From an optimization exercise on the open Yosys and OpenROAD flow, aimed at small area and a short achievable clock period; shortcuts taken in it are not production practice.
The RTL was checked by simulation tests, not by an equivalence proof against the original design.
Power and IR drop assume default switching activity.

==> inputs of job 2298 <==
==> flow/design.v (excerpt) <==
module arrmul (
  input  logic         clk,
  input  logic         reset,
  input  logic [0:127] reg_A,
  input  logic [0:127] reg_B,
  input  logic [0:1]   ctrl_ww,
  input  logic [0:4]   alu_op,
  output logic [0:127] result
);
Settings: LEC_CHECK=0, CAP_MARGIN=20, CORE_MARGIN=2, CORE_UTILIZATION=40, SLEW_MARGIN=20, SYNTH_HIERARCHICAL=1; clock period 15.0 ns.
standard.sh (not shown) runs the stock make flow with config.mk's settings and CLKGATE_MAP_FILE= SYNTH_SCRIPT=/design/flow/synth_recipe.tcl, a recipe that flattens the netlist after the stock synthesis.
==> flow/flow/run.sh <==
#!/bin/bash
# Standard ORFS layout with extra make settings from flow/make_args.txt (one VAR=value per
# line): the port buffers' cell and timing-repair margins. make's full output goes to make.log.
set -euo pipefail
args=()
while IFS= read -r line; do
  [[ -z "$line" || "$line" == \#* ]] && continue
  args+=("$line")
done < flow/make_args.txt
bash standard.sh "${args[@]}" finish > make.log 2>&1
==> flow/flow/make_args.txt <==
BUFFER_PORTS_ARGS=-buffer_cell sky130_fd_sc_hd__buf_1
SETUP_SLACK_MARGIN=5
==> job 8209: changes against job 2298 <==
==> flow/flow/make_args.txt (replaced) <==
BUFFER_PORTS_ARGS=-buffer_cell sky130_fd_sc_hd__buf_1
SETUP_SLACK_MARGIN=8
==> job 6802: changes against job 2298 <==
==> flow/run.sh (new file) <==
#!/bin/bash
# synth_recipe.tcl (not shown) runs the flow's synth.tcl, then flattens the netlist and writes it again
# the make line also repeats each setting of config.mk as NAME=value (left out here)
make -C /OpenROAD-flow-scripts/flow DESIGN_CONFIG=/design/flow/config.mk WORK_HOME=/design/flow/orfs CLKGATE_MAP_FILE= SYNTH_SCRIPT=/design/flow/synth_recipe.tcl finish
removed: flow/flow/run.sh
removed: flow/flow/make_args.txt
removed: flow/standard.sh
==> load_flow_metrics.sql <==
INSERT INTO impl_metrics (metric_group, metric, value, unit) VALUES
('status', 'status', 'complete, no violations', ''),
('layout', 'fin_cells', '5121', ''),
('layout', 'non_clock_buffer_count', '521', ''),
('power_and_ir_drop', 'pwr.group.combinational', '348', 'uW'),
('sta', 'setup_repair_after_global_routing_missed_its_margin', 'no', ''),
('sta', 'worst_pin_slew', '1.13', 'ns'),
('detailed_routing', 'mean_routed_wirelength_per_cell', '23.6', 'um'),
('clock_tree', 'cts.repair.resized', '0', ''),
('layout', 'layout_common_cells', '804 x sky130_fd_sc_hd__fa_1, 480 x sky130_fd_sc_hd__and2_1, 448 x sky130_fd_sc_hd__and3_1', '');
the above is filed under job 6802

==> load_flow_metrics.sql <==
INSERT INTO impl_metrics (metric_group, metric, value, unit) VALUES
('status', 'status', 'complete, no violations', ''),
('layout', 'non_clock_buffer_count', '810', ''),
('clock_tree', 'cts.repair.resized', '312', ''),
('layout', 'fin_cells', '5414', ''),
('detailed_routing', 'mean_routed_wirelength_per_cell', '24.8', 'um');
the above is filed under job 8209

==> load_flow_metrics.sql <==
INSERT INTO impl_metrics (metric_group, metric, value, unit) VALUES
('status', 'status', 'complete, no violations', ''),
('layout', 'fin_cells', '5137', ''),
('layout', 'non_clock_buffer_count', '537', ''),
('power_and_ir_drop', 'pwr.group.combinational', '290', 'uW'),
('global_routing', 'first_global_vias', '31200', ''),
('clock_tree', 'cts.repair.resized', '1', ''),
('synth', 'post-synth-top-area-cell', 'sky130_fd_sc_hd__fa_1', ''),
('sta', 'worst_pin_slew', '1.11', 'ns'),
('sta', 'setup_repair_after_global_routing_missed_its_margin', 'yes', ''),
('layout', 'layout_common_cells', '804 x sky130_fd_sc_hd__fa_1, 480 x sky130_fd_sc_hd__and2_1, 448 x sky130_fd_sc_hd__and3_1', '');
the above is filed under job 2298


---

==> 12-01: inputs <==
Another version of the RTL of arrmul (not shown whole).
Settings: LEC_CHECK=0, CAP_MARGIN=20, CORE_MARGIN=2, CORE_UTILIZATION=40, SLEW_MARGIN=20, SYNTH_HIERARCHICAL=1; clock period 15.0 ns.
==> flow/flow/run.sh <==
#!/bin/bash
# Standard ORFS layout with extra make settings from flow/make_args.txt (one VAR=value per
# line): the port buffers' cell and timing-repair margins. make's full output goes to make.log.
set -euo pipefail
args=()
while IFS= read -r line; do
  [[ -z "$line" || "$line" == \#* ]] && continue
  args+=("$line")
done < flow/make_args.txt
bash standard.sh "${args[@]}" finish > make.log 2>&1
==> flow/flow/make_args.txt <==
BUFFER_PORTS_ARGS=-buffer_cell sky130_fd_sc_hd__buf_1
SETUP_SLACK_MARGIN=6
==> 07-19: changes against 12-01 <==
==> flow/flow/make_args.txt (replaced) <==
BUFFER_PORTS_ARGS=-buffer_cell sky130_fd_sc_hd__buf_1
SETUP_SLACK_MARGIN=6.5
==> report_table.html <==
<table>
<tr><th>Metric</th><th>Value</th></tr>
<tr><th colspan="2">Run status</th></tr>
<tr><td>Status</td><td>finished clean</td></tr>
<tr><th colspan="2">GRT</th></tr>
<tr><td>Total track usage</td><td>0.2606</td></tr>
<tr><td>Global-route wire length before repair</td><td>181,200 um</td></tr>
<tr><th colspan="2">Power</th></tr>
<tr><td>Leakage dissipation</td><td>20.60 nW</td></tr>
<tr><td>Combinational power</td><td>0.000617 W</td></tr>
<tr><td>Internal Dissipation</td><td>0.0008861 W</td></tr>
<tr><th colspan="2">Finish</th></tr>
<tr><td>Clk_buf instances</td><td>17</td></tr>
<tr><td>Layout cells sized above 1</td><td>0.1158</td></tr>
<tr><th colspan="2">Drt</th></tr>
<tr><td>Count of TritonRoute iterations in the first routing pass</td><td>10</td></tr>
</table>
the above is filed under 12-01

==> report_table.html <==
<table>
<tr><th>Metric</th><th>Value</th></tr>
<tr><th colspan="2">Run status</th></tr>
<tr><td>Status</td><td>finished clean</td></tr>
<tr><th colspan="2">GRT</th></tr>
<tr><td>Global-route wire length before repair</td><td>184,100 um</td></tr>
<tr><td>Total track usage</td><td>0.2663</td></tr>
<tr><th colspan="2">Power</th></tr>
<tr><td>Leakage dissipation</td><td>20.89 nW</td></tr>
<tr><td>Internal Dissipation</td><td>0.0008469 W</td></tr>
<tr><td>Combinational power</td><td>0.000642 W</td></tr>
<tr><th colspan="2">Drt</th></tr>
<tr><td>Count of TritonRoute iterations in the first routing pass</td><td>12</td></tr>
<tr><th colspan="2">Synthesis</th></tr>
<tr><td>Number of enable flip-flop cells after synthesis</td><td>0</td></tr>
</table>
the above is filed under 07-19


---

==> v14 <==
Another version of the RTL of arrmul (not shown whole).
clock: 15.0 ns
lec_check: 0
cap_margin: 20
core_margin: 2
core_utilization: 40
slew_margin: 20
synth_hierarchical: 1
==> flow/flow/make_args.txt <==
BUFFER_PORTS_ARGS=-buffer_cell sky130_fd_sc_hd__buf_1
SETUP_SLACK_MARGIN=6
Scripts as last shown in full above: flow/flow/run.sh
==> v6: changes against v14 <==
--- a/flow/design.v
+++ b/flow/design.v
@@ -28,33 +28,24 @@
   assign s = a ^ b;
   assign co = a & b;
 endmodule
 module mul16_lane (
   input  logic [31:0] xa,
   input  logic [31:0] xb,
-  input  logic [0:1]  ctrl_ww,
-  input  logic [0:4]  alu_op,
+  input  logic        sel_e,     
+  input  logic        sel_o,     
+  input  logic        sel_e16,   
+  input  logic        sel_e8,    
+  input  logic        sel_o16,   
+  input  logic        sel_o8,    
+  input  logic        valid,     
+  input  logic        sv,        
+  input  logic        s8,        
+  input  logic        s16,       
   output logic [31:0] p
 );
-  logic mul, w8, w16, odd, sgn, valid, sv, s8, s16;
-  logic sel_e, sel_o, sel_e16, sel_e8, sel_o16, sel_o8;
-  assign mul = alu_op[0:2] == 3'b100;   
-  assign w8 = ctrl_ww == 2'd0;
-  assign w16 = ctrl_ww == 2'd1;
-  assign sgn = alu_op[3];
-  assign odd = alu_op[4];
-  assign sel_e = ~odd;
-  assign sel_o = odd;
-  assign sel_e16 = ~odd & ctrl_ww[1];
-  assign sel_e8 = ~odd & ~ctrl_ww[1];
-  assign sel_o16 = odd & ctrl_ww[1];
-  assign sel_o8 = odd & ~ctrl_ww[1];
-  assign valid = mul & (w8 | w16);
-  assign sv = mul & sgn & (w8 | w16);
-  assign s8 = mul & sgn & w8;
-  assign s16 = mul & sgn & w16;
   logic [15:0] a, b, ag, bg;
   logic [31:0] x, y, sum;
   assign a[15:8] = ({8{sel_e}} & xa[31:24]) | ({8{sel_o16}} & xa[15:8]) | ({8{sel_o8}} & xa[23:16]);
   assign a[7:0] = ({8{sel_o}} & xa[7:0]) | ({8{sel_e16}} & xa[23:16]) | ({8{sel_e8}} & xa[15:8]);
   assign b[15:8] = {8{valid}} & (({8{sel_e}} & xb[31:24]) | ({8{sel_o16}} & xb[15:8]) | ({8{sel_o8}} & xb[23:16]));
   assign b[7:0] = {8{valid}} & (({8{sel_o}} & xb[7:0]) | ({8{sel_e16}} & xb[23:16]) | ({8{sel_e8}} & xb[15:8]));
@@ -832,17 +823,36 @@
   input  logic [0:127] reg_A,
   input  logic [0:127] reg_B,
   input  logic [0:1]   ctrl_ww,
   input  logic [0:4]   alu_op,
   output logic [0:127] result
 );
+  logic        mul, w8, w16, sgn, odd, valid;
+  logic        sel_e, sel_o, sel_e16, sel_e8, sel_o16, sel_o8, sv, s8, s16;
   logic [31:0] prod [4];
   logic [0:127] nxt;
+  assign mul = alu_op[0:2] == 3'b100;   
+  assign w8 = ctrl_ww == arrmul_pkg::w8;
+  assign w16 = ctrl_ww == arrmul_pkg::w16;
+  assign sgn = alu_op[3];
+  assign odd = alu_op[4];
+  assign sel_e = ~odd;
+  assign sel_o = odd;
+  assign sel_e16 = ~odd & ctrl_ww[1];
+  assign sel_e8 = ~odd & ~ctrl_ww[1];
+  assign sel_o16 = odd & ctrl_ww[1];
+  assign sel_o8 = odd & ~ctrl_ww[1];
+  assign valid = mul & (w8 | w16);
+  assign sv = mul & sgn & (w8 | w16);
+  assign s8 = mul & sgn & w8;
+  assign s16 = mul & sgn & w16;
   for (genvar k = 0; k < 4; k++) begin : g_lane
     mul16_lane u_mul (
-      .xa(reg_A[32*k +: 32]), .xb(reg_B[32*k +: 32]), .ctrl_ww(ctrl_ww), .alu_op(alu_op), .p(prod[k])
+      .xa(reg_A[32*k +: 32]), .xb(reg_B[32*k +: 32]),
+      .sel_e(sel_e), .sel_o(sel_o), .sel_e16(sel_e16), .sel_e8(sel_e8), .sel_o16(sel_o16), .sel_o8(sel_o8),
+      .valid(valid), .sv(sv), .s8(s8), .s16(s16), .p(prod[k])
     );
   end
   assign nxt = {prod[0], prod[1], prod[2], prod[3]};
   always_ff @(posedge clk or negedge reset) begin
     if (!reset) result <= '0;
     else result <= nxt;
GPL_ROUTABILITY_DRIVEN = 0   (was unset)
==> v22: changes against v14 <==
==> flow/flow/make_args.txt (replaced) <==
BUFFER_PORTS_ARGS=-buffer_cell sky130_fd_sc_hd__buf_1
SETUP_SLACK_MARGIN=7
==> run notes <==
* DRT Pass-1 Iters at 5
* Post-Layout Cell Count at ~5400
* Synth cell count leaders: nor2_1, fa_1, nand2_1, ha_1, xnor2_1
* Bufs w/o clock at 787
* DP Wirelength at around 86000 microns
* Status: complete, no violations
* Crit-path max FO at 6
* Antenna cells at 0
* Height of the chip at approximately 300 microns
* Die width at 298.7 microns
* Most frequent cells in the layout: nor2_1, fa_1, buf_1, buf_4, xnor2_1
* Final nets at 5519
* Pin count of the biggest net entering global routing at 56
* Synth Area in Compound Gates at 0.06829
* Total power at approximately 1.6 mW
* P_sw at about 700 uW
[end of results for v22]
==> run notes <==
* Status: complete, no violations
* P_sw at ~610 uW
* Final nets at 5200
* DP Wirelength at roughly 84000 microns
* Post-Layout Cell Count at 5095
* DRT Pass-1 Iters at 8
* Pin count of the biggest net entering global routing at 78
* Die width at approximately 300 microns
* Bufs w/o clock at roughly 470
* Height of the chip at between 200 and 300 microns
[end of results for v14]
==> run notes <==
* Antenna cells at 1
* Synth cell count leaders: nor2_1, fa_1, xor2_1, ha_1, clkbuf_1
* Iter 0 DRT Violations at 2985
* Post-Layout Cell Count at 4893
* Via Count at approximately 28000
* DP Wirelength at between 80000 and 90000 microns
* Status: complete, no violations
* Bufs w/o clock at roughly 540
* Max Used Layer: met5
* Synth Area in Compound Gates at 0.09243
* Crit-path max FO at between 60 and 70
* P_sw at roughly 600 uW
* Most frequent cells in the layout: nor2_1, fa_1, buf_1, xor2_1, ha_1
* Die width at ~300 microns
* Final nets at 5019
* Height of the chip at 294.6 microns
* Total power at ~1.4 mW
[end of results for v6]

==> separate check: timing with driven ports <==
The results above use ideal ports. As a check the final layouts listed here were re-extracted and re-timed, cells and wires unchanged. Step 1, drivers: a clkbuf_16 drives clk and a buf_2 each remaining input, both assumed. Step 2 times the ports against the registers' clock, not the clock port: input delays grow and output delays shrink by t, the midpoint of the rising clock arrivals with the driver on. Slacks: no drivers / after step 1 / after step 2; pairs: no drivers / after step 1.
| run | t, ns | setup slack, ns | worst setup path after step 2 |
|---|---|---|---|
| job 2298 | 0.590 | 5.261 / 5.286 / 4.696 | input to register |
| job 8209 | 0.585 | 6.039 / 6.076 / 5.490 | input to register |
| job 6802 | 0.595 | 4.772 / 4.818 / 4.223 | input to register |
| 12-01 | 0.583 | 6.229 / 6.226 / 5.643 | input to register |
| 07-19 | 0.569 | 6.576 / 6.413 / 5.844 | input to register |
| v14 | 0.558 | 6.151 / 6.037 / 5.479 | input to register |
| v6 | 0.569 | 6.139 / 6.186 / 5.617 | input to register |
| v22 | 0.572 | 6.578 / 6.437 / 5.865 | input to register |
After both steps setup and hold are still met in every run listed. The setup slack of 07-19, which loses most, moves by -0.163 ns with the drivers and by -0.732 ns with both steps.
